Source: an optimization exercise on an open RTL-to-GDS flow (aim: small area). Production flows keep margins and buffers that such runs may drop. Function was checked by simulation only, so behaviour that the tests miss may differ from the original. The flow treats the clock pin as an ideal source. Dropping or thinning the clock tree relies on that and would not hold on a real chip. No activity file was given, so power comes from the tool's default toggle rates.

==> flow/design.v <==
`timescale 1ns/1ps
`default_nettype none
module uart_dbg_top #(
  parameter int unsigned CLKS_PER_BIT = 16,
  parameter int unsigned MEM_AW       = 5
) (
  input  logic        clk,
  input  logic        rst_i,
  input  logic        uart_rx_i,
  output logic        uart_tx_o,
  output logic        exec_valid_o,
  output logic [63:0] exec_addr_o,
  input  logic        done_i,
  input  logic [31:0] exit_code_i
);
  logic [55:0] e_q;
  logic [3:0]  ph_q;
  logic        hp_q, hs_q;
  logic [2:0] sync_q;
  logic [7:0] rc_q;
  logic [7:0] rxs_q;
  logic       rx_s, fall, rx_idle, rx_tick, rx_valid, rx_shift;
  logic [3:0] rx_k;
  assign rx_s     = sync_q[1];
  assign fall     = sync_q[2] & ~sync_q[1];
  assign rx_idle  = (rc_q == 8'd0);
  assign rx_tick  = (rc_q[3:0] == 4'd8);
  assign rx_k     = rc_q[7:4];
  assign rx_valid = rx_tick && (rx_k == 4'd9) && rx_s;
  assign rx_shift = rx_tick && rx_k != 4'd0 && rx_k != 4'd9;
  always_ff @(posedge clk) begin
    if (rst_i) begin
      sync_q <= 3'b111;
      rc_q   <= 8'd0;
    end else begin
      sync_q <= {sync_q[1:0], uart_rx_i};
      if (rx_idle) begin
        rc_q <= {7'd0, fall};
      end else if (rx_tick && ((rx_k == 4'd0 && rx_s) || rx_k == 4'd9)) begin
        rc_q <= 8'd0;
      end else begin
        rc_q <= rc_q + 8'd1;
      end
    end
  end
  always_ff @(posedge clk) begin
    if (rx_shift || hs_q) begin
      rxs_q <= {rx_s, rxs_q[7:1]};
    end
  end
  logic [7:0] tc_q;
  logic       tx_idle, tx_valid, tx_accept, tx_shift;
  logic [3:0] tx_k;
  assign tx_idle   = tc_q[7] & tc_q[5];
  assign tx_k      = tc_q[7:4];
  assign tx_accept = tx_valid & tx_idle;
  always_ff @(posedge clk) begin
    if (rst_i) begin
      tc_q <= 8'd160;
    end else if (tx_accept) begin
      tc_q <= 8'd0;
    end else if (!tx_idle) begin
      tc_q <= tc_q + 8'd1;
    end
  end
  assign tx_shift  = (tc_q[3:0] == 4'd15) && (tx_k != 4'd0) && (!tx_k[3] || tx_k == 4'd8);
  assign uart_tx_o = (tx_k == 4'd0) ? 1'b0 : (tx_k[3] && tx_k != 4'd8) ? 1'b1 : e_q[0];
  logic [15:0] ring_q [16];
  logic        match, mem_wr;
  logic [4:0]  addr;
  logic [7:0]  ring_byte;
  assign addr      = e_q[36:32];
  assign match     = (ph_q == addr[4:1]);
  assign ring_byte = addr[0] ? ring_q[15][15:8] : ring_q[15][7:0];
  always_ff @(posedge clk) begin
    ph_q <= ph_q + 4'd1;
    for (int i = 1; i < 16; i++) ring_q[i] <= ring_q[i-1];
    if (mem_wr) begin
      ring_q[0] <= addr[0] ? {rxs_q, ring_q[15][7:0]} : {ring_q[15][15:8], rxs_q};
    end else begin
      ring_q[0] <= ring_q[15];
    end
  end
  typedef enum logic [2:0] {
    S_IDLE  = 3'b000,
    S_HDR   = 3'b001,
    S_WRITE = 3'b010,
    S_ACK   = 3'b100,
    S_RD    = 3'b101,
    S_EOT   = 3'b110,
    S_EOC   = 3'b111
  } state_e;
  state_e      state_q;
  logic [1:0]  cmd_q;
  logic [3:0]  cnt_q;
  logic [31:0] exit_q;
  logic        pend_q;
  logic        wpend_q;
  logic [15:0] len;
  logic        len_zero, len_one;
  logic        act_q, bw_q, len_ev, ph_last, is_hdr, op_edge, op_q;
  logic        is_cmd, hdr_shift, hdr_last, rd_cap;
  logic [7:0]  tx_byte;
  assign len      = e_q[55:40];
  assign len_zero = (len == 16'd0);
  assign len_one  = (len == 16'd1);
  assign is_cmd    = (rxs_q[7:2] == 6'b000100) && (rxs_q[1:0] != 2'b00);
  assign hdr_last  = (cnt_q == 4'd15);
  assign hdr_shift = (state_q == S_HDR) && rx_valid &&
                     ((cmd_q == 2'b11) ? !hdr_last : (cnt_q == 4'd0 || cnt_q == 4'd8 || cnt_q == 4'd9));
  assign mem_wr    = wpend_q && match;
  assign rd_cap    = (state_q == S_RD) && (tx_k == 4'd9) && match;
  assign tx_valid = state_q[2];
  always_comb begin
    tx_byte = 8'h06;
    if (state_q == S_EOT) tx_byte = 8'h04;
    if (state_q == S_EOC) begin
      if (!cnt_q[2]) begin
        tx_byte = 8'h14;
      end else begin
        case (cnt_q[1:0])
          2'd0:    tx_byte = exit_q[7:0];
          2'd1:    tx_byte = exit_q[15:8];
          2'd2:    tx_byte = exit_q[23:16];
          default: tx_byte = exit_q[31:24];
        endcase
      end
    end
  end
  always_ff @(posedge clk) begin
    if (rst_i) begin
      state_q <= S_IDLE;
      pend_q  <= 1'b0;
    end else begin
      if (done_i && state_q != S_EOC) begin
        exit_q <= exit_code_i;
        pend_q <= 1'b1;
      end
      case (state_q)
        S_IDLE: begin
          if (rx_valid) begin
            if (rxs_q == 8'h06) begin
              cmd_q   <= 2'b00;
              state_q <= S_ACK;
            end else if (is_cmd) begin
              cmd_q   <= rxs_q[1:0];
              cnt_q   <= {rxs_q[1] & rxs_q[0], 3'd0};
              state_q <= S_HDR;
            end
          end else if (pend_q) begin
            pend_q  <= 1'b0;
            cnt_q   <= 4'd11;
            state_q <= S_EOC;
          end
        end
        S_HDR: begin
          if (rx_valid) begin
            cnt_q <= cnt_q + 4'd1;
            if (hdr_last) state_q <= S_ACK;
          end
        end
        S_ACK: begin
          if (tx_accept) begin
            if (cmd_q[1] == cmd_q[0]) state_q <= S_IDLE;
            else if (len_zero)        state_q <= S_EOT;
            else if (cmd_q[1])        state_q <= S_WRITE;
            else                      state_q <= S_RD;
          end
        end
        S_WRITE: begin
          if (rx_valid && len_one) state_q <= S_EOT;
        end
        S_RD: begin
          if (tx_accept && len_one) state_q <= S_EOT;
        end
        S_EOT: begin
          if (tx_accept) state_q <= S_IDLE;
        end
        default: begin
          if (tx_accept) begin
            if (cnt_q == 4'd15) state_q <= S_IDLE;
            else                cnt_q   <= cnt_q + 4'd1;
          end
        end
      endcase
    end
  end
  always_ff @(posedge clk) begin
    if (mem_wr) begin
      wpend_q <= 1'b0;
    end else if (state_q == S_WRITE && rx_valid) begin
      wpend_q <= 1'b1;
    end
  end
  assign ph_last = (ph_q == 4'd15);
  assign len_ev  = (state_q == S_WRITE && rx_valid) || (state_q == S_RD && tx_accept);
  assign is_hdr  = (state_q == S_HDR);
  assign op_edge = is_hdr ? (ph_q[2:0] == 3'd7) : ph_last;
  assign hs_q    = op_q & is_hdr;
  assign act_q   = op_q & ~is_hdr;
  always_ff @(posedge clk) begin
    if (op_edge) op_q <= hp_q;
    if (hdr_shift || len_ev) hp_q <= 1'b1;
    else if (op_edge)        hp_q <= 1'b0;
    bw_q <= ph_last | (bw_q & ~e_q[40]);
  end
  always_ff @(posedge clk) begin
    if (hs_q || act_q) begin
      e_q[55]    <= act_q ? (e_q[40] ^ bw_q) : rxs_q[0];
      e_q[54:40] <= e_q[55:41];
    end
    if (hs_q) begin
      e_q[39:37] <= e_q[40:38];
      e_q[31:8]  <= e_q[32:9];
    end
    if (hs_q) begin
      e_q[36:32] <= e_q[37:33];
    end else if (mem_wr || (state_q == S_RD && tx_accept)) begin
      e_q[36:32] <= addr + 5'd1;
    end
    if (hs_q || tx_shift) begin
      e_q[7:0] <= e_q[8:1];
    end else if (rd_cap) begin
      e_q[7:0] <= ring_byte;
    end else if (tx_accept && state_q != S_RD) begin
      e_q[7:0] <= tx_byte;
    end
  end
  assign exec_valid_o = (state_q == S_ACK) && (cmd_q == 2'b11);
  assign exec_addr_o  = {rxs_q, e_q};
endmodule
`default_nettype wire
Settings: LEC_CHECK=0, CAP_MARGIN=20, CORE_MARGIN=2, CORE_UTILIZATION=65, SLEW_MARGIN=20; clock period 10.0 ns.
standard.sh (not shown) runs the stock make flow with config.mk's settings and CLKGATE_MAP_FILE= SYNTH_SCRIPT=/design/flow/synth_recipe.tcl, a recipe that flattens the netlist after the stock synthesis.
==> flow/flow/run.sh <==
#!/bin/bash
set -euo pipefail
bash standard.sh synth > synth.log 2>&1
export BUFFER_PORTS_ARGS="-buffer_cell sky130_fd_sc_hd__buf_1"
export CTS_ARGS="-sink_clustering_enable -repair_clock_nets -dont_use_dummy_load -buf_list {sky130_fd_sc_hd__clkbuf_8} -root_buf sky130_fd_sc_hd__clkbuf_8 -sink_clustering_size 20 -sink_clustering_max_diameter 60"
export POST_FLOORPLAN_TCL=$PWD/flow/rmp.tcl
export POST_CTS_TCL=$PWD/flow/ctsfix.tcl
mkdir -p orfs/objects/sky130hd/uart_dbg_top/base/rmp
bash standard.sh finish > finish.log 2>&1
Other scripts of this flow, unchanged in this note and not shown: flow/flow/ctsfix.tcl, flow/flow/rmp.tcl
Change:
--- a/flow/design.v
+++ b/flow/design.v
@@ -96,11 +96,11 @@
   logic [31:0] exit_q;
   logic        pend_q;
   logic        wpend_q;
   logic [15:0] len;
   logic        len_zero, len_one;
-  logic        act_q, bw_q, len_ev, ph_last, is_hdr, op_edge, op_q;
+  logic        dp_q, act_q, bw_q, len_ev, ph_last;
   logic        is_cmd, hdr_shift, hdr_last, rd_cap;
   logic [7:0]  tx_byte;
   assign len      = e_q[55:40];
   assign len_zero = (len == 16'd0);
   assign len_one  = (len == 16'd1);
@@ -190,20 +190,21 @@
       wpend_q <= 1'b0;
     end else if (state_q == S_WRITE && rx_valid) begin
       wpend_q <= 1'b1;
     end
   end
+  always_ff @(posedge clk) begin
+    if (ph_q[2:0] == 3'd7) hs_q <= hp_q;
+    if (hdr_shift)                hp_q <= 1'b1;
+    else if (ph_q[2:0] == 3'd7)   hp_q <= 1'b0;
+  end
   assign ph_last = (ph_q == 4'd15);
   assign len_ev  = (state_q == S_WRITE && rx_valid) || (state_q == S_RD && tx_accept);
-  assign is_hdr  = (state_q == S_HDR);
-  assign op_edge = is_hdr ? (ph_q[2:0] == 3'd7) : ph_last;
-  assign hs_q    = op_q & is_hdr;
-  assign act_q   = op_q & ~is_hdr;
-  always_ff @(posedge clk) begin
-    if (op_edge) op_q <= hp_q;
-    if (hdr_shift || len_ev) hp_q <= 1'b1;
-    else if (op_edge)        hp_q <= 1'b0;
+  always_ff @(posedge clk) begin
+    if (ph_last) act_q <= dp_q;
+    if (len_ev)       dp_q <= 1'b1;
+    else if (ph_last) dp_q <= 1'b0;
     bw_q <= ph_last | (bw_q & ~e_q[40]);
   end
   always_ff @(posedge clk) begin
     if (hs_q || act_q) begin
       e_q[55]    <= act_q ? (e_q[40] ^ bw_q) : rxs_q[0];
Result: The new run completed without violations; via count stays flat; synthesized area climbs slightly; total power drops by a few percent; first-iteration DRC count drops by roughly a tenth; synthesized cell count drops slightly; sequential share of layout area climbs by 0.21 points; routed wire length drops by a few percent; fmax climbs by a few percent; count of clock-buffer cells in the layout climbs by 1.

-- static timing again, ports no longer ideal --
How much do the figures lean on ideal ports? The routed layouts below were timed once more, with nothing changed but the port constraints.
Step 1 sets driving cells, clkbuf_16 on the clock port and buf_2 on the other inputs (assumed; they add their load-dependent delay and slew).
Step 2, shift: input delay + t, output delay - t, t = (earliest + latest rising clock arrival at the registers) / 2. This alone moves slack from input paths to output paths.
Three values: ideal, step 1, step 2; two values: the first two.
run	t (ns)	slack for setup (ns)	hold slack, ns	worst setup path at the end	cell pins on the clock port's net
the first run	0.571	6.053 / 6.015 / 6.520	0.307 / 0.307 / 0.307	input to register	1
the second run	0.587	6.296 / 6.258 / 6.549	0.299 / 0.299 / 0.299	input to register	1
After both steps every run listed still meets setup and hold.
